This design comes from an exercise in tuning for small area, a short achievable clock period and few clock cycles per item on the open sky130 flow, not from production work.
Function was not checked in any run shown here: the RTL went through the layout flow alone.
Power and IR drop assume default switching activity.

==> flow/design.v (outline; a module is shown in full before it is edited, if it fits) <==
// module gemm_top: 1228 lines
module gemm_top (
    input  logic           clk,
    input  logic           rst,
    input  logic           start,
    input  logic           p_wr_en,
    input  logic [1:0]     p_wr_addr,
    input  logic [31:0]    p_wr_data,
    input  logic           q_wr_en,
    input  logic [1:0]     q_wr_addr,
    input  logic [15:0]    q_wr_data,
    input  logic           r_wr_en,
    input  logic [1:0]     r_wr_addr,
    input  logic [127:0]   r_wr_data,
    input  logic           r_rd_en,
    input  logic [1:0]     r_rd_addr,
    output logic           busy,
    output logic           done,
    output logic [127:0]   c_out,
    output logic           c_valid
);
  // ...
==> flow/run.sh <==
#!/bin/bash
# synth_recipe.tcl (not shown) runs the flow's synth.tcl, then flattens the netlist and writes it again
# the make line also repeats each setting of config.mk as NAME=value (left out here)
make -C /OpenROAD-flow-scripts/flow DESIGN_CONFIG=/design/flow/config.mk WORK_HOME=/design/flow/orfs CLKGATE_MAP_FILE= SYNTH_SCRIPT=/design/flow/synth_recipe.tcl finish
==> flow/config.mk <==
export PLATFORM = sky130hd
export DESIGN_NAME = gemm_top
export DESIGN_NICKNAME = gemm_top
export VERILOG_FILES = /design/flow/design.v
export SDC_FILE = /design/flow/constraint.sdc
export NUM_CORES = 4
export LEC_CHECK = 0
export CAP_MARGIN = 20
export CORE_MARGIN = 2
export CORE_UTILIZATION = 40
export SLEW_MARGIN = 20
==> flow/constraint.sdc <==
create_clock -name core_clock -period 5.0 [get_ports {clk}]
set_input_delay 1.0000 -clock core_clock [delete_from_list [all_inputs] [get_ports {clk}]]
set_output_delay 1.0000 -clock core_clock [all_outputs]
set_load 0.01 [all_outputs]
==> summary.md, run 1 <==
The flow ran to the end and the layout has no timing, DRC or antenna violations. Leaving out the clock tree, the finished layout contains an inverter count of 306. The library cell used most frequently in the layout, excluding fill and tap cells, is sky130_fd_sc_hd__nand2_1. Setup violations remaining at the end of the flow were counted as 0. The sequential cells in the finished layout cover a total of 25800 um^2.

The data required time at the worst endpoint is 5460 ps. Worst slew slack as a fraction of its limit: 0.252. Count of maximum capacitance violations: 0. The share of Yosys cell area claimed by the top area cell type is 0.383, and the number of placement rows is 136.

In this run the critical register-to-register path is captured at r_mem[3][31]. The basic-gate share of the synthesized area counting and, or, nand and nor cells was 0.135; the share of the clock period used by the worst path after layout was 0.860. The tree is rooted in a sky130_fd_sc_hd__clkbuf_16. Together, buffers and inverters on the worst path number 2. For this run, the slowest stage of the critical path takes 670 ps. Type of origin of the critical path: a flip-flop. The switching fraction of total power came out at 0.407. The run gives 5997 as the total nets after synthesis. In this run the post-CTS setup repair buffer count came out at 0.

The total length of routed met2 wires came out at 73200 um. The final total power was 40300 uW; the largest fanout on the critical path was 11. The final-report max-slew violation count came out at 0. Across the routed clock network, the largest skew measured is 25.4 ps.

In the final routed layout, each cell accounts on average for 21.3 um. On the final layout, the worst hold slack is 487 ps. The tools report the portion of total power attributed to the clock network as 0.195. The initial antenna violation count was 9; the sequential cell area share was 0.404.

The count of cells in the finished layout, fillers not included, comes to 7425. The portion of netlist area occupied by mux cells was 0.0234. In this run the horizontal extent of the chip is 375 um. The die covers 141000 um^2.

The tools report the combinational power as 20400 uW. In this run the worst setup path begins at cs_q[22]. The number of remaining DRC errors came out at 0.
==> run 2: changes to the inputs <==
--- a/flow/design.v
+++ b/flow/design.v
@@ -66,18 +66,30 @@
             if (q_swap)
                 q_mem[e] <= q_mem[e ^ 2];
             else if (q_wr_en && q_wr_addr == 2'(e))
                 q_mem[e] <= q_wr_data;
         end
     end
     logic [1:0] rd_addr;
     assign rd_addr = busy_q ? s1_g : (r_rd_en ? r_rd_addr : 2'd0);
+    logic [7:0]   r_dlt [4];       
+    logic [127:0] rd_raw;
+    logic [7:0]   rd_dlt;
+    logic [127:0] rd_fix;
+    assign rd_raw = r_mem[rd_addr];
+    assign rd_dlt = r_dlt[rd_addr];
+    always_comb begin
+        for (int x = 0; x < 4; x++) begin
+            rd_fix[x*32 +: 14] = rd_raw[x*32 +: 14];
+            rd_fix[x*32+14 +: 18] = rd_raw[x*32+14 +: 18] + {{17{rd_dlt[2*x]}}, rd_dlt[2*x+1] | rd_dlt[2*x]};
+        end
+    end
     always_ff @(posedge clk) begin
-        rd_q <= r_mem[rd_addr];
+        rd_q <= rd_fix;
     end
     logic e000_o0, e000_t0, e000_n0, e000_o1, e000_t1, e000_n1;
     logic e001_o0, e001_t0, e001_n0, e001_o1, e001_t1, e001_n1;
     logic e010_o0, e010_t0, e010_n0, e010_o1, e010_t1, e010_n1;
     logic e011_o0, e011_t0, e011_n0, e011_o1, e011_t1, e011_n1;
     logic e100_o0, e100_t0, e100_n0, e100_o1, e100_t1, e100_n1;
     logic e101_o0, e101_t0, e101_n0, e101_o1, e101_t1, e101_n1;
     logic e110_o0, e110_t0, e110_n0, e110_o1, e110_t1, e110_n1;
@@ -1053,16 +1065,17 @@
         cs_q[3][11][0] <= s1x3_200;
         cs_q[3][11][1] <= s1x3_201;
         cs_q[3][12][0] <= s1x3_202;
         cs_q[3][12][1] <= 1'b0;
         cs_q[3][13][0] <= 1'b0;
         cs_q[3][13][1] <= 1'b0;
     end
     logic [127:0] wb_sum;
+    logic [7:0]   wb_dlt;    
     logic s2x0_1, s2x0_2, s2x0_3, s2x0_4, s2x0_5, s2x0_6, s2x0_7, s2x0_8, s2x0_9, s2x0_10, s2x0_11, s2x0_12, s2x0_13, s2x0_14, s2x0_15, s2x0_16, s2x0_17, s2x0_18, s2x0_19, s2x0_20, s2x0_21, s2x0_22, s2x0_23, s2x0_24, s2x0_25, s2x0_26, s2x0_27, s2x0_28, s2x0_29, s2x0_30, s2x0_31, s2x0_32;
     assign s2x0_1 = cs_q[0][0][0] ^ cs_q[0][0][1];
     assign s2x0_2 = cs_q[0][0][0] & cs_q[0][0][1];
     assign s2x0_3 = cs_q[0][1][0] ^ cs_q[0][1][1] ^ rd_q[1];
     assign s2x0_4 = (cs_q[0][1][0] & cs_q[0][1][1]) | (cs_q[0][1][0] & rd_q[1]) | (cs_q[0][1][1] & rd_q[1]);
     assign s2x0_5 = cs_q[0][2][0] ^ cs_q[0][2][1] ^ rd_q[2];
     assign s2x0_6 = (cs_q[0][2][0] & cs_q[0][2][1]) | (cs_q[0][2][0] & rd_q[2]) | (cs_q[0][2][1] & rd_q[2]);
     assign s2x0_7 = cs_q[0][3][0] ^ cs_q[0][3][1] ^ rd_q[3];
@@ -1087,22 +1100,21 @@
     assign s2x0_26 = (1'b1 & cs_q[0][11][0]) | (1'b1 & cs_q[0][11][1]) | (cs_q[0][11][0] & cs_q[0][11][1]);
     assign s2x0_27 = rd_q[11] ^ s2x0_22 ^ s2x0_25;
     assign s2x0_28 = (rd_q[11] & s2x0_22) | (rd_q[11] & s2x0_25) | (s2x0_22 & s2x0_25);
     assign s2x0_29 = cs_q[0][12][0] ^ rd_q[12] ^ s2x0_26;
     assign s2x0_30 = (cs_q[0][12][0] & rd_q[12]) | (cs_q[0][12][0] & s2x0_26) | (rd_q[12] & s2x0_26);
     assign s2x0_31 = 1'b1 ^ rd_q[13];
     assign s2x0_32 = 1'b1 & rd_q[13];
     logic [15:0] t0, ra0, rb0;
-    logic [17:0] hi0;
     assign ra0 = {1'b0, s2x0_32, s2x0_31, s2x0_28, s2x0_24, s2x0_21, s2x0_18, s2x0_16, s2x0_14, s2x0_12, s2x0_10, s2x0_8, s2x0_6, s2x0_4, s2x0_2, rd_q[0]};
     assign rb0 = {1'b0, 1'b0, s2x0_30, s2x0_29, s2x0_27, s2x0_23, s2x0_19, s2x0_17, s2x0_15, s2x0_13, s2x0_11, s2x0_9, s2x0_7, s2x0_5, s2x0_3, s2x0_1};
     assign t0 = ra0 + rb0;
-    assign hi0 = t0[15] ? rd_q[14+:18] + 18'd1 : (t0[14] ? rd_q[14+:18] : rd_q[14+:18] - 18'd1);
-    assign wb_sum[0+:32] = {hi0, t0[13:0]};
+    assign wb_sum[0+:32] = {rd_q[14+:18], t0[13:0]};
+    assign wb_dlt[0+:2] = {t0[15], ~t0[15] & ~t0[14]};
     logic s2x1_1, s2x1_2, s2x1_3, s2x1_4, s2x1_5, s2x1_6, s2x1_7, s2x1_8, s2x1_9, s2x1_10, s2x1_11, s2x1_12, s2x1_13, s2x1_14, s2x1_15, s2x1_16, s2x1_17, s2x1_18, s2x1_19, s2x1_20, s2x1_21, s2x1_22, s2x1_23, s2x1_24, s2x1_25, s2x1_26, s2x1_27, s2x1_28, s2x1_29, s2x1_30, s2x1_31, s2x1_32;
     assign s2x1_1 = cs_q[1][0][0] ^ cs_q[1][0][1];
     assign s2x1_2 = cs_q[1][0][0] & cs_q[1][0][1];
     assign s2x1_3 = cs_q[1][1][0] ^ cs_q[1][1][1] ^ rd_q[33];
     assign s2x1_4 = (cs_q[1][1][0] & cs_q[1][1][1]) | (cs_q[1][1][0] & rd_q[33]) | (cs_q[1][1][1] & rd_q[33]);
     assign s2x1_5 = cs_q[1][2][0] ^ cs_q[1][2][1] ^ rd_q[34];
     assign s2x1_6 = (cs_q[1][2][0] & cs_q[1][2][1]) | (cs_q[1][2][0] & rd_q[34]) | (cs_q[1][2][1] & rd_q[34]);
     assign s2x1_7 = cs_q[1][3][0] ^ cs_q[1][3][1] ^ rd_q[35];
@@ -1127,22 +1139,21 @@
     assign s2x1_26 = (1'b1 & cs_q[1][11][0]) | (1'b1 & cs_q[1][11][1]) | (cs_q[1][11][0] & cs_q[1][11][1]);
     assign s2x1_27 = rd_q[43] ^ s2x1_22 ^ s2x1_25;
     assign s2x1_28 = (rd_q[43] & s2x1_22) | (rd_q[43] & s2x1_25) | (s2x1_22 & s2x1_25);
     assign s2x1_29 = cs_q[1][12][0] ^ rd_q[44] ^ s2x1_26;
     assign s2x1_30 = (cs_q[1][12][0] & rd_q[44]) | (cs_q[1][12][0] & s2x1_26) | (rd_q[44] & s2x1_26);
     assign s2x1_31 = 1'b1 ^ rd_q[45];
     assign s2x1_32 = 1'b1 & rd_q[45];
     logic [15:0] t1, ra1, rb1;
-    logic [17:0] hi1;
     assign ra1 = {1'b0, s2x1_32, s2x1_31, s2x1_28, s2x1_24, s2x1_21, s2x1_18, s2x1_16, s2x1_14, s2x1_12, s2x1_10, s2x1_8, s2x1_6, s2x1_4, s2x1_2, rd_q[32]};
     assign rb1 = {1'b0, 1'b0, s2x1_30, s2x1_29, s2x1_27, s2x1_23, s2x1_19, s2x1_17, s2x1_15, s2x1_13, s2x1_11, s2x1_9, s2x1_7, s2x1_5, s2x1_3, s2x1_1};
     assign t1 = ra1 + rb1;
-    assign hi1 = t1[15] ? rd_q[46+:18] + 18'd1 : (t1[14] ? rd_q[46+:18] : rd_q[46+:18] - 18'd1);
-    assign wb_sum[32+:32] = {hi1, t1[13:0]};
+    assign wb_sum[32+:32] = {rd_q[46+:18], t1[13:0]};
+    assign wb_dlt[2+:2] = {t1[15], ~t1[15] & ~t1[14]};
     logic s2x2_1, s2x2_2, s2x2_3, s2x2_4, s2x2_5, s2x2_6, s2x2_7, s2x2_8, s2x2_9, s2x2_10, s2x2_11, s2x2_12, s2x2_13, s2x2_14, s2x2_15, s2x2_16, s2x2_17, s2x2_18, s2x2_19, s2x2_20, s2x2_21, s2x2_22, s2x2_23, s2x2_24, s2x2_25, s2x2_26, s2x2_27, s2x2_28, s2x2_29, s2x2_30, s2x2_31, s2x2_32;
     assign s2x2_1 = cs_q[2][0][0] ^ cs_q[2][0][1];
     assign s2x2_2 = cs_q[2][0][0] & cs_q[2][0][1];
     assign s2x2_3 = cs_q[2][1][0] ^ cs_q[2][1][1] ^ rd_q[65];
     assign s2x2_4 = (cs_q[2][1][0] & cs_q[2][1][1]) | (cs_q[2][1][0] & rd_q[65]) | (cs_q[2][1][1] & rd_q[65]);
     assign s2x2_5 = cs_q[2][2][0] ^ cs_q[2][2][1] ^ rd_q[66];
     assign s2x2_6 = (cs_q[2][2][0] & cs_q[2][2][1]) | (cs_q[2][2][0] & rd_q[66]) | (cs_q[2][2][1] & rd_q[66]);
     assign s2x2_7 = cs_q[2][3][0] ^ cs_q[2][3][1] ^ rd_q[67];
@@ -1167,22 +1178,21 @@
     assign s2x2_26 = (1'b1 & cs_q[2][11][0]) | (1'b1 & cs_q[2][11][1]) | (cs_q[2][11][0] & cs_q[2][11][1]);
     assign s2x2_27 = rd_q[75] ^ s2x2_22 ^ s2x2_25;
     assign s2x2_28 = (rd_q[75] & s2x2_22) | (rd_q[75] & s2x2_25) | (s2x2_22 & s2x2_25);
     assign s2x2_29 = cs_q[2][12][0] ^ rd_q[76] ^ s2x2_26;
     assign s2x2_30 = (cs_q[2][12][0] & rd_q[76]) | (cs_q[2][12][0] & s2x2_26) | (rd_q[76] & s2x2_26);
     assign s2x2_31 = 1'b1 ^ rd_q[77];
     assign s2x2_32 = 1'b1 & rd_q[77];
     logic [15:0] t2, ra2, rb2;
-    logic [17:0] hi2;
     assign ra2 = {1'b0, s2x2_32, s2x2_31, s2x2_28, s2x2_24, s2x2_21, s2x2_18, s2x2_16, s2x2_14, s2x2_12, s2x2_10, s2x2_8, s2x2_6, s2x2_4, s2x2_2, rd_q[64]};
     assign rb2 = {1'b0, 1'b0, s2x2_30, s2x2_29, s2x2_27, s2x2_23, s2x2_19, s2x2_17, s2x2_15, s2x2_13, s2x2_11, s2x2_9, s2x2_7, s2x2_5, s2x2_3, s2x2_1};
     assign t2 = ra2 + rb2;
-    assign hi2 = t2[15] ? rd_q[78+:18] + 18'd1 : (t2[14] ? rd_q[78+:18] : rd_q[78+:18] - 18'd1);
-    assign wb_sum[64+:32] = {hi2, t2[13:0]};
+    assign wb_sum[64+:32] = {rd_q[78+:18], t2[13:0]};
+    assign wb_dlt[4+:2] = {t2[15], ~t2[15] & ~t2[14]};
     logic s2x3_1, s2x3_2, s2x3_3, s2x3_4, s2x3_5, s2x3_6, s2x3_7, s2x3_8, s2x3_9, s2x3_10, s2x3_11, s2x3_12, s2x3_13, s2x3_14, s2x3_15, s2x3_16, s2x3_17, s2x3_18, s2x3_19, s2x3_20, s2x3_21, s2x3_22, s2x3_23, s2x3_24, s2x3_25, s2x3_26, s2x3_27, s2x3_28, s2x3_29, s2x3_30, s2x3_31, s2x3_32;
     assign s2x3_1 = cs_q[3][0][0] ^ cs_q[3][0][1];
     assign s2x3_2 = cs_q[3][0][0] & cs_q[3][0][1];
     assign s2x3_3 = cs_q[3][1][0] ^ cs_q[3][1][1] ^ rd_q[97];
     assign s2x3_4 = (cs_q[3][1][0] & cs_q[3][1][1]) | (cs_q[3][1][0] & rd_q[97]) | (cs_q[3][1][1] & rd_q[97]);
     assign s2x3_5 = cs_q[3][2][0] ^ cs_q[3][2][1] ^ rd_q[98];
     assign s2x3_6 = (cs_q[3][2][0] & cs_q[3][2][1]) | (cs_q[3][2][0] & rd_q[98]) | (cs_q[3][2][1] & rd_q[98]);
     assign s2x3_7 = cs_q[3][3][0] ^ cs_q[3][3][1] ^ rd_q[99];
@@ -1207,23 +1217,24 @@
     assign s2x3_26 = (1'b1 & cs_q[3][11][0]) | (1'b1 & cs_q[3][11][1]) | (cs_q[3][11][0] & cs_q[3][11][1]);
     assign s2x3_27 = rd_q[107] ^ s2x3_22 ^ s2x3_25;
     assign s2x3_28 = (rd_q[107] & s2x3_22) | (rd_q[107] & s2x3_25) | (s2x3_22 & s2x3_25);
     assign s2x3_29 = cs_q[3][12][0] ^ rd_q[108] ^ s2x3_26;
     assign s2x3_30 = (cs_q[3][12][0] & rd_q[108]) | (cs_q[3][12][0] & s2x3_26) | (rd_q[108] & s2x3_26);
     assign s2x3_31 = 1'b1 ^ rd_q[109];
     assign s2x3_32 = 1'b1 & rd_q[109];
     logic [15:0] t3, ra3, rb3;
-    logic [17:0] hi3;
     assign ra3 = {1'b0, s2x3_32, s2x3_31, s2x3_28, s2x3_24, s2x3_21, s2x3_18, s2x3_16, s2x3_14, s2x3_12, s2x3_10, s2x3_8, s2x3_6, s2x3_4, s2x3_2, rd_q[96]};
     assign rb3 = {1'b0, 1'b0, s2x3_30, s2x3_29, s2x3_27, s2x3_23, s2x3_19, s2x3_17, s2x3_15, s2x3_13, s2x3_11, s2x3_9, s2x3_7, s2x3_5, s2x3_3, s2x3_1};
     assign t3 = ra3 + rb3;
-    assign hi3 = t3[15] ? rd_q[110+:18] + 18'd1 : (t3[14] ? rd_q[110+:18] : rd_q[110+:18] - 18'd1);
-    assign wb_sum[96+:32] = {hi3, t3[13:0]};
+    assign wb_sum[96+:32] = {rd_q[110+:18], t3[13:0]};
+    assign wb_dlt[6+:2] = {t3[15], ~t3[15] & ~t3[14]};
     logic [127:0] r_wdata;
     assign r_wdata = busy_q ? wb_sum : r_wr_data;
     always_ff @(posedge clk) begin
         for (int e = 0; e < 4; e++) begin
-            if (busy_q ? (wb_e == 2'(e)) : (r_wr_en && r_wr_addr == 2'(e)))
+            if (busy_q ? (wb_e == 2'(e)) : (r_wr_en && r_wr_addr == 2'(e))) begin
                 r_mem[e] <= r_wdata;
+                r_dlt[e] <= busy_q ? wb_dlt : 8'd0;
+            end
         end
     end
 endmodule
==> flow/config.mk (replaced) <==
export PLATFORM = sky130hd
export DESIGN_NAME = gemm_top
export DESIGN_NICKNAME = gemm_top
export VERILOG_FILES = /design/flow/design.v
export SDC_FILE = /design/flow/constraint.sdc
export NUM_CORES = 4
export LEC_CHECK = 0
export ABC_CLOCK_PERIOD_IN_PS = 2800
export CAP_MARGIN = 20
export CORE_MARGIN = 2
export CORE_UTILIZATION = 40
export SETUP_SLACK_MARGIN = 1.7
export SLEW_MARGIN = 20
==> summary.md, run 2 <==
Most frequently used flop master after synthesis: sky130_fd_sc_hd__edfxtp_1. In the post-synthesis netlist, the biggest area contributors are sky130_fd_sc_hd__edfxtp_1 41%, sky130_fd_sc_hd__fa_1 10%, sky130_fd_sc_hd__dfxtp_1 8.8%. The register with the most flip-flops in the layout has 512 of them. For the number of standard cells in the final layout excluding fillers, the log shows 7357 (-0.92%). The tree is rooted in a sky130_fd_sc_hd__clkbuf_16.

The library cells used most frequently in the layout, excluding fill and tap cells, are 946 x sky130_fd_sc_hd__nand2_1, 736 x sky130_fd_sc_hd__edfxtp_1, 318 x sky130_fd_sc_hd__buf_4, 318 x sky130_fd_sc_hd__clkdlybuf4s50_1, 229 x sky130_fd_sc_hd__dfxtp_1. The floorplan die width was 370 um (-1.5%); the count of maximum capacitance violations was 0 (unchanged). For this design, the slowest cell found on the critical path is sky130_fd_sc_hd__or3_1. The tools report the area enclosed by the die boundary as 137000 um^2 (-3.0%). Cell family with the largest share of critical-path delay: compound AO/OA/AOI/OAI gates.

The final total power is 45600 uW (+13%), and the number of warning messages in the yosys log is 6. The library cell used most frequently in the layout, excluding fill and tap cells, is sky130_fd_sc_hd__nand2_1. The average wire length per cell after detail routing is 22.0 um (+3.0%), and the number of clock sinks is 971.

The global-route wire length before repair is 238000 um. For hold timing, the worst endpoint is done_q. The flow ran to the end and the layout has no timing, DRC or antenna violations. The share of flip-flops with an asynchronous set or reset after synthesis is 0. The power density relative to cell area was 658 nW/um^2.

The wire length reported by the detailed router came out at 162000 um. The tools report the hold slack as 475 ps (-11.5 ps). The die extent in y was 370 um. Setup repair after global routing could not meet its margin everywhere. The tools report the count of final setup violators as 0 (unchanged). The area growth from synthesis to layout was 29.7%; the share of the clock period used by the worst path after layout was 0.790 (-0.0698).

The distinct cell type count of the synthesized netlist is 71. The logs give 0.228 for the global-route usage over all layers and 134 (-1.5%) for the number of placement rows. For the finished layout, the period the worst path requires is 3950 ps. The run gives 0.0360 as the routing usage on met3. The synthesized design contains 736 enable-type register cells.

For this run, the top clock speed supported by timing is 0.253 GHz. For the data required time at the worst endpoint, the log shows 5660 ps (+200 ps). The routing usage on met1 is 0.301. In the final layout, the registers with the most flip-flops are r_mem x512, p_mem x128, rd_q x128. Final-report max-slew violation count: 0 (unchanged).

The type of origin of the critical path was a primary input. The tools report the type of element capturing the critical path as a flip-flop. The tools report the clock tree skew after final layout as 35.0 ps (+9.58 ps). Entering global routing, the biggest net connects 161 pins. The largest area contributor in the netlist is sky130_fd_sc_hd__edfxtp_1. Dividing the detail-routed via count by the number of cells gives 5.51. Pin placement for this block handled 322 I/O pins. The arrival time of data at the critical path endpoint was 4610 ps.

VDD sags by at most 0.000540 V. For the pin with the worst max-slew slack, the measured transition is 1080 ps. The H-tree was split into 3 levels. The starting density of the core came out at 0.402.

The tools report the number of nets in the finished design as 6143. The tools report the via count of the first global-routing pass as 39400. No sink is reached through more buffers than the 3 on the longest clock path.

The startpoint of the lowest-slack register-to-register path is busy_q. The synthesized design contains 971 register bits. The share of the core filled with cells is 0.521, and the detailed placement HPWL is 108000 um.

Cell area after technology mapping: 53500 um^2. The number of cells on the worst reg-to-reg path is 14. Once detail routing completed, the nets flagged for antenna violations numbered 0. Largest fanout on the critical path: 8 (-3). Number of remaining DRC errors: 0 (unchanged). For the flop-to-flop setup slack, the log shows 1060 ps. The tools report the post-synthesis instance total as 4868. met2 is the most crowded layer.

The fraction of final layout cells sized beyond drive strength 1 works out to 0.242. TritonCTS created 105 clock buffers. Counting tap cells, the placed design contains a total of 6847 instances.

Reg-to-reg critical path endpoint: rd_q[62]. The worst min-delay path class is reg2reg. At the later pin of the worst-skew pair, clock insertion delay measures 730 ps. The worst slew slack as a fraction of its limit was 0.279 (+0.0275); the mean instance size in the synthesized netlist was 11.0 um^2. The worst hold path was traced through 2 stages. The share of Yosys cell area claimed by the top area cell type is 0.413 (+0.0301). TritonCTS built the clock tree. The count of input and output buffers came out at 321.

The tools report the beginning of the worst hold path as done_q. The analysis attributes to cell leakage a power of 0.0279 uW. The critical setup path kind was in2reg. The critical path goes through dlygate4sd2_1 > a22o_4 > buf_12 > nand3_1 > o21ai_1 > or3_1 > ha_2 > fa_2 > a21o_1 > a221o_1 > a311o_2 > a211o_1 > o21ba_4 > o41ai_4 > xnor2_1.

By instance count, the leading cell after synthesis is sky130_fd_sc_hd__nand2_1. In this run the cell area measured after placement is 60000 um^2. The tools report the initial antenna violation count as 8 (-1). Area of the placeable core: 133000 um^2. The total nets after synthesis is 5515 (-8.0%). The placer congestion estimate was 0.911; the portion of the post-synthesis area used by sequential elements was 0.501. The run gives 0 as the number of endpoints with negative hold slack in the final report. The clock transition at the registers of the reported paths is 60 ps. The first TritonRoute pass finished after 6 iterations.

Sorting the synthesized cells by how often they occur yields 974 x sky130_fd_sc_hd__nand2_1, 736 x sky130_fd_sc_hd__edfxtp_1, 299 x sky130_fd_sc_hd__inv_1. The count of buffer and inverter cells on the critical path works out to 2 (unchanged). The register ranked first by flip-flop count is r_mem. The biggest cell delay along the critical path was 390 ps (-280 ps); the number of DRC violations after detailed-routing iteration 0 was 4044.

The routed layout has 40500 vias. Overflow left after global routing: 0. With fillers left out, the area of the finished cells amounts to 69400 um^2. The met2 usage in global routing is 0.375.
-- run 2: stage by stage --
stage	setup TNS, ps	worst slack, ps
final	0	1050
after global routing	0	992
after CTS	0	982
after detailed placement	-949	-167
after global placement	-429	-117
after floorplan	-126280	-929
-- run 2: layout make-up --
type | count | area (um^2)
fill | 11400 | 63800
multi-input combinational | 3290 | 27200
sequential | 971 | 26800
timing repair buffer | 825 | 8500
clock buffer | 155 | 2950
tap | 1768 | 2210
inverter | 302 | 1150
clock inverter | 44 | 546
timing repair inverter | 1 | 7.51
antenna | 1 | 2.50
-- run 2: logic make-up after synthesis --
family | count (synthesis) | share of synthesized area
simple gates | 1379 | 0.110
compound gates | 1062 | 0.130
flops | 971 | 0.501
buf+inv | 616 | 0.0436
fa+ha+maj | 458 | 0.145
mux | 240 | 0.0476
xor+xnor | 142 | 0.0233
-- run 2: routing by layer --
metal  vias up  share of wire
met5         -        0.00030
met4         8          0.043
met3       431          0.074
met2      1707           0.47
met1     19900           0.41
li1      18500              -
-- run 2: worst max-delay path by stage --
stage / start / to / slack, ps / depth (start not counted)
floorplan: r_wr_addr[1] / r_dlt[0][0] / -930 / 1
global placement: r_rd_en / rd_q[62] / -120 / 15
detailed placement: r_rd_en / rd_q[62] / -170 / 16
CTS: busy_q / rd_q[62] / 980 / 14
global route: busy_q / rd_q[62] / 990 / 14
finish: r_rd_addr[1] / rd_q[62] / 1050 / 15
-- run 2: where the power goes --
group	switching [uW]	total (uW)	internal, uW
clock	3250	7730	4480
combinational	13800	25500	11700
sequential	1120	12400	11300
-- run 2: tightest hold or removal path, delay by kind of cell (launching register included) --
family | cells | cell delay [ps]
compound gates | 1 | 50
simple gates | 1 | 60
flops | 1 | 320
-- run 2: timing repair --
item,in CTS,in global routing
setup endpoints to repair,236,305
cloned,30,4
resized for setup,596,229
buffers inserted,205,71
pin swaps,227,184
hold endpoints to repair,0,0
hold buffers,0,0
==> run 3: changes to the inputs <==
--- a/flow/config.mk
+++ b/flow/config.mk
@@ -6,8 +6,6 @@
 export NUM_CORES = 4
 export LEC_CHECK = 0
-export ABC_CLOCK_PERIOD_IN_PS = 2800
 export CAP_MARGIN = 20
 export CORE_MARGIN = 2
 export CORE_UTILIZATION = 40
-export SETUP_SLACK_MARGIN = 1.7
 export SLEW_MARGIN = 20
==> summary.md, run 3 <==
The run finished with no timing, DRC or antenna violations. The post-detailed-route via-to-cell ratio came out at 5.39 (-2.2%). The number of clock sinks came out at 971 (unchanged). The run gives 4 (-4) as the initial antenna violation count. Ranked by total cell area, the synthesized netlist is headed by sky130_fd_sc_hd__edfxtp_1 41%, sky130_fd_sc_hd__fa_1 10%, sky130_fd_sc_hd__dfxtp_1 8.8%.

The flip-flop and latch count after synthesis is 971 (unchanged). For the largest net degree at the start of global routing, the log shows 129 (-20%). The share of the clock period used by the worst path after layout came out at 0.914 (+0.124). The fraction of final layout cells sized beyond drive strength 1 is 0.101 (-0.141), and the maximum buffer depth of the clock tree is 3 (unchanged). The tools report the count of antenna-violating nets left after detailed routing as 0 (unchanged).

The count of maximum capacitance violations is 0 (unchanged), and the leakage power summed over all cells is 0.0259 uW (-7.0%). Power density relative to cell area: 652 nW/um^2 (-0.92%). The post-synthesis instance total came out at 4868 (unchanged). The run gives 37000 (-6.2%) as the via count of the first global-routing pass.

The commonest cells after synthesis are 974 x sky130_fd_sc_hd__nand2_1, 736 x sky130_fd_sc_hd__edfxtp_1, 299 x sky130_fd_sc_hd__inv_1. The number of remaining DRC errors was 0 (unchanged). The logs give 104 (-0.95%) for the total clock buffers created by CTS and 450 ps (-610 ps) for the flop-to-flop setup slack. Worst min-delay path class: reg2reg. Walking the worst path, the cells encountered are clkdlybuf4s50_1 > nor2b_1 > buf_4 > a22o_4 > nor3_1 > a211oi_2 > or3_1 > ha_1 > fa_1 > a21o_1 > a221o_1 > a311o_2 > a211o_1 > o21ba_1 > o41ai_2 > xnor2_1.

The share of the core filled with cells is 0.477 (-0.0441). The startpoint identified for the worst hold timing path is done_q. The worst ir drop on vdd is 0.000363 V (-33%), and the placer congestion estimate is 0.895 (-1.8%).

The count of pins on the block boundary came out at 322 (unchanged). The share of Yosys cell area claimed by the top area cell type works out to 0.413 (unchanged). The logs give 134 (unchanged) for the number of placement rows and 137000 um^2 (unchanged) for the area enclosed by the die boundary.

The logs give 5515 (unchanged) for the total nets after synthesis and 0 (unchanged) for the final-report max-slew violation count. The reg-to-reg critical path endpoint is cs_q[75]. The tools report the number of nets in the finished design as 5855 (-4.7%). The tools report the portion of the post-synthesis area used by sequential elements as 0.501 (unchanged).

The mean instance size in the synthesized netlist was 11.0 um^2 (unchanged); the largest fanout on the critical path was 5 (-3). The run gives 12200 (+6.6%) as the layout filler cell count. The number of instances in the placed design was 6870 (+0.34%).

The global-route wire length before repair was 222000 um (-6.8%); the count of input and output buffers was 321 (unchanged). The largest total area in the synthesized netlist belongs to sky130_fd_sc_hd__edfxtp_1. The wire length reported by the detailed router was 147000 um (-9.4%).

In the layout the commonest cells are 974 x sky130_fd_sc_hd__nand2_1, 736 x sky130_fd_sc_hd__edfxtp_1, 321 x sky130_fd_sc_hd__clkdlybuf4s50_1, 299 x sky130_fd_sc_hd__inv_1, 268 x sky130_fd_sc_hd__fa_1. Number of endpoints with negative hold slack in the final report: 0 (unchanged). The hold path depth works out to 2 (unchanged). The transition time at the pin with the least slew margin is 1140 ps (+60.8 ps). STA classifies the critical path startpoint as a primary input. The logs give 133000 um^2 (unchanged) for the area of the placeable core and 59800 um^2 (-0.38%) for the placed standard-cell area.

The detailed placement HPWL came out at 105000 um (-2.3%). The tree is rooted in a sky130_fd_sc_hd__clkbuf_16. The largest registers in the layout are r_mem x512, p_mem x128, rd_q x128. Post-CTS setup buffer count: 0 (-100%). The dominant cell by count in the synthesized netlist is sky130_fd_sc_hd__nand2_1. The logs give 0 (-1) for the number of diodes added for antenna fixing and 63500 um^2 (-8.5%) for the post-route cell area. The die extent in y is 370 um (unchanged).

The tools report the starting density of the core as 0.402 (unchanged). The run gives 3 (unchanged) as the maximum level of the CTS H-tree. The critical path is of the in2reg type.

The number of standard cells in the final layout excluding fillers was 7067 (-3.9%). The via count of the routed design was 38100 (-6.0%); the distinct cell type count of the synthesized netlist was 71 (unchanged). For hold timing, the worst endpoint is done_q. The worst register-to-register path begins at q_mem[0][6]. The run gives 0 (unchanged) as the count of final setup violators. Number of enable-type register cells in the synthesized netlist: 736 (unchanged).

The tools report the total of hold buffers inserted after clock tree synthesis as 0 (unchanged). The tools report the post-cts sizing count as 0 (-100%). Post-layout minimum cycle time: 4570 ps (+622 ps). The insertion delay of the later-clocked pin in the worst-skew pair was 730 ps (about the same); the number of warning messages in the yosys log was 6 (unchanged).

Setup repair after global routing left no endpoint under its margin. More flip-flops sit in one register than any other, and that register is r_mem. The data required time at the worst endpoint was 5640 ps (-20 ps). The clock transition at the registers of the reported paths was 60 ps (about the same). Leaving out fill and tap cells, the most frequent cell in the layout is sky130_fd_sc_hd__nand2_1. The run gives 3545 (-12%) as the number of DRC violations after detailed-routing iteration 0.

The clock tree skew after final layout is 46.5 ps (+11.5 ps). The run gives 5210 ps (+600 ps) as the arrival time of data at the critical path endpoint. The worst setup path is captured at a flip-flop.

The length of the first detailed-routing pass in iterations is 7 (+1), and the floorplan die width is 370 um (unchanged). The worst slew slack as a fraction of its limit is 0.240 (-0.0394). The number of flip-flops in the largest register is 512 (unchanged), and the fmax is 0.219 GHz (-14%).

The run gives 53500 um^2 (unchanged) as the cell area after technology mapping. The logic depth of the worst register-to-register path came out at 10 (-4). Among all stages on the critical path, the largest delay is contributed by sky130_fd_sc_hd__fa_1. For this run, the leading register cell type out of synthesis is sky130_fd_sc_hd__edfxtp_1. The share of flip-flops with an asynchronous set or reset after synthesis came out at 0 (unchanged).

The logs give 473 ps (-2.63 ps) for the hold slack and 0 (unchanged) for the overflow left after global routing. TritonCTS built the clock tree. For the global-route usage over all layers, the log shows 0.211 (-0.0173). The average wire length per cell after detail routing works out to 20.7 um (-5.7%). Relative to the synthesized area, the layout overhead comes to 18.7%.

Biggest cell delay along the critical path: 440 ps (+50 ps).
## run 3: final cells by class
cell class	instances	area, um^2	share of cell area
Timing Repair Buffer	548	5120	0.0806
Inverter	302	1130	0.0179
Sequential cell	971	26800	0.422
Clock inverter	61	871	0.0137
Multi-Input combinational cell	3281	24500	0.386
Clock buffer	136	2870	0.0451
Tap cell	1768	2210	0.0348
## run 3: critical path, delay by kind of cell
family	cells	cell delay, ps
AO/OA/AOI/OAI	8	1980
buffers and inverters	2	580
adder cells (fa/ha/maj)	2	680
AND/OR/NAND/NOR	3	830
XOR/XNOR	1	150
## run 3: cells by family after synthesis
family / Yosys count / share of synthesized area
and+or+nand+nor: 1379 / 0.110
AOI/OAI and AO/OA: 1062 / 0.130
DFF: 971 / 0.501
buffers and inverters: 616 / 0.0436
adders and majority gates: 458 / 0.145
muxes: 240 / 0.0476
xor gates and xnor gates: 142 / 0.0233
## run 3: power breakdown
group          switching, uW  leakage [uW]  internal, uW
clock                   3270       0.00183          4950
combinational          11800        0.0152          9000
sequential              1100       0.00887         11300
total                  16100        0.0259         25200
## run 3: through the flow
stage	total power, uW	worst slack [ps]	TNS [ps]
floorplan	25900	-929	-126280
global placement	33200	-242	-916
detailed placement	33500	-293	-1510
CTS	41900	456	0
global route	44900	174	0
finish	41400	428	0
## run 3: worst max path at each step
stage	start	to	slack, ps	cells past startpoint
6_report	r_rd_en	rd_q[62]	430	16
5_1_grt	r_rd_en	rd_q[62]	170	16
2_1_floorplan	r_wr_addr[1]	r_dlt[0][0]	-930	1
3_3_place_gp	r_rd_en	rd_q[62]	-240	16
4_1_cts	r_rd_en	rd_q[62]	460	16
3_5_place_dp	r_rd_en	rd_q[62]	-290	16
## run 3: metal layers
layer,wire length [um],up-vias,track usage
met5,13,-,0
met4,3930,2,0.0636
met3,9150,205,0.0283
met2,68500,1244,0.344
met1,64900,18800,0.291
li1,-,17800,-

-- re-timing with driven ports --
Ports are ideal in the flow. The routed layouts listed here were re-timed in OpenROAD. Step 1 assumes that a clkbuf_16 drives the clock port and a buf_2 every other input. Step 2 times the ports against the registers' clock, not the clock port: input delays grow and output delays shrink by t, the midpoint of the rising clock arrivals with the driver on. Slacks: ideal / step 1 / step 2; pairs: ideal / step 1.
run	t (ns)	slack for setup (ns)	hold WS [ns]	slew at the worst register clock pin (ns)
run 1	0.794	0.701 / 0.701 / 0.701	0.487 / 0.487 / 0.487	0.07 / 0.07
run 2	0.790	1.050 / 1.057 / 0.304	0.475 / 0.475 / 0.475	0.06 / 0.06
run 3	0.784	0.428 / 0.446 / -0.312	0.473 / 0.473 / 0.473	0.06 / 0.06
With both steps, setup timing fails in run 3, where it was met with ideal ports. The setup slack of run 2, which loses most, moves by +0.007 ns with the drivers and by -0.746 ns with both steps.
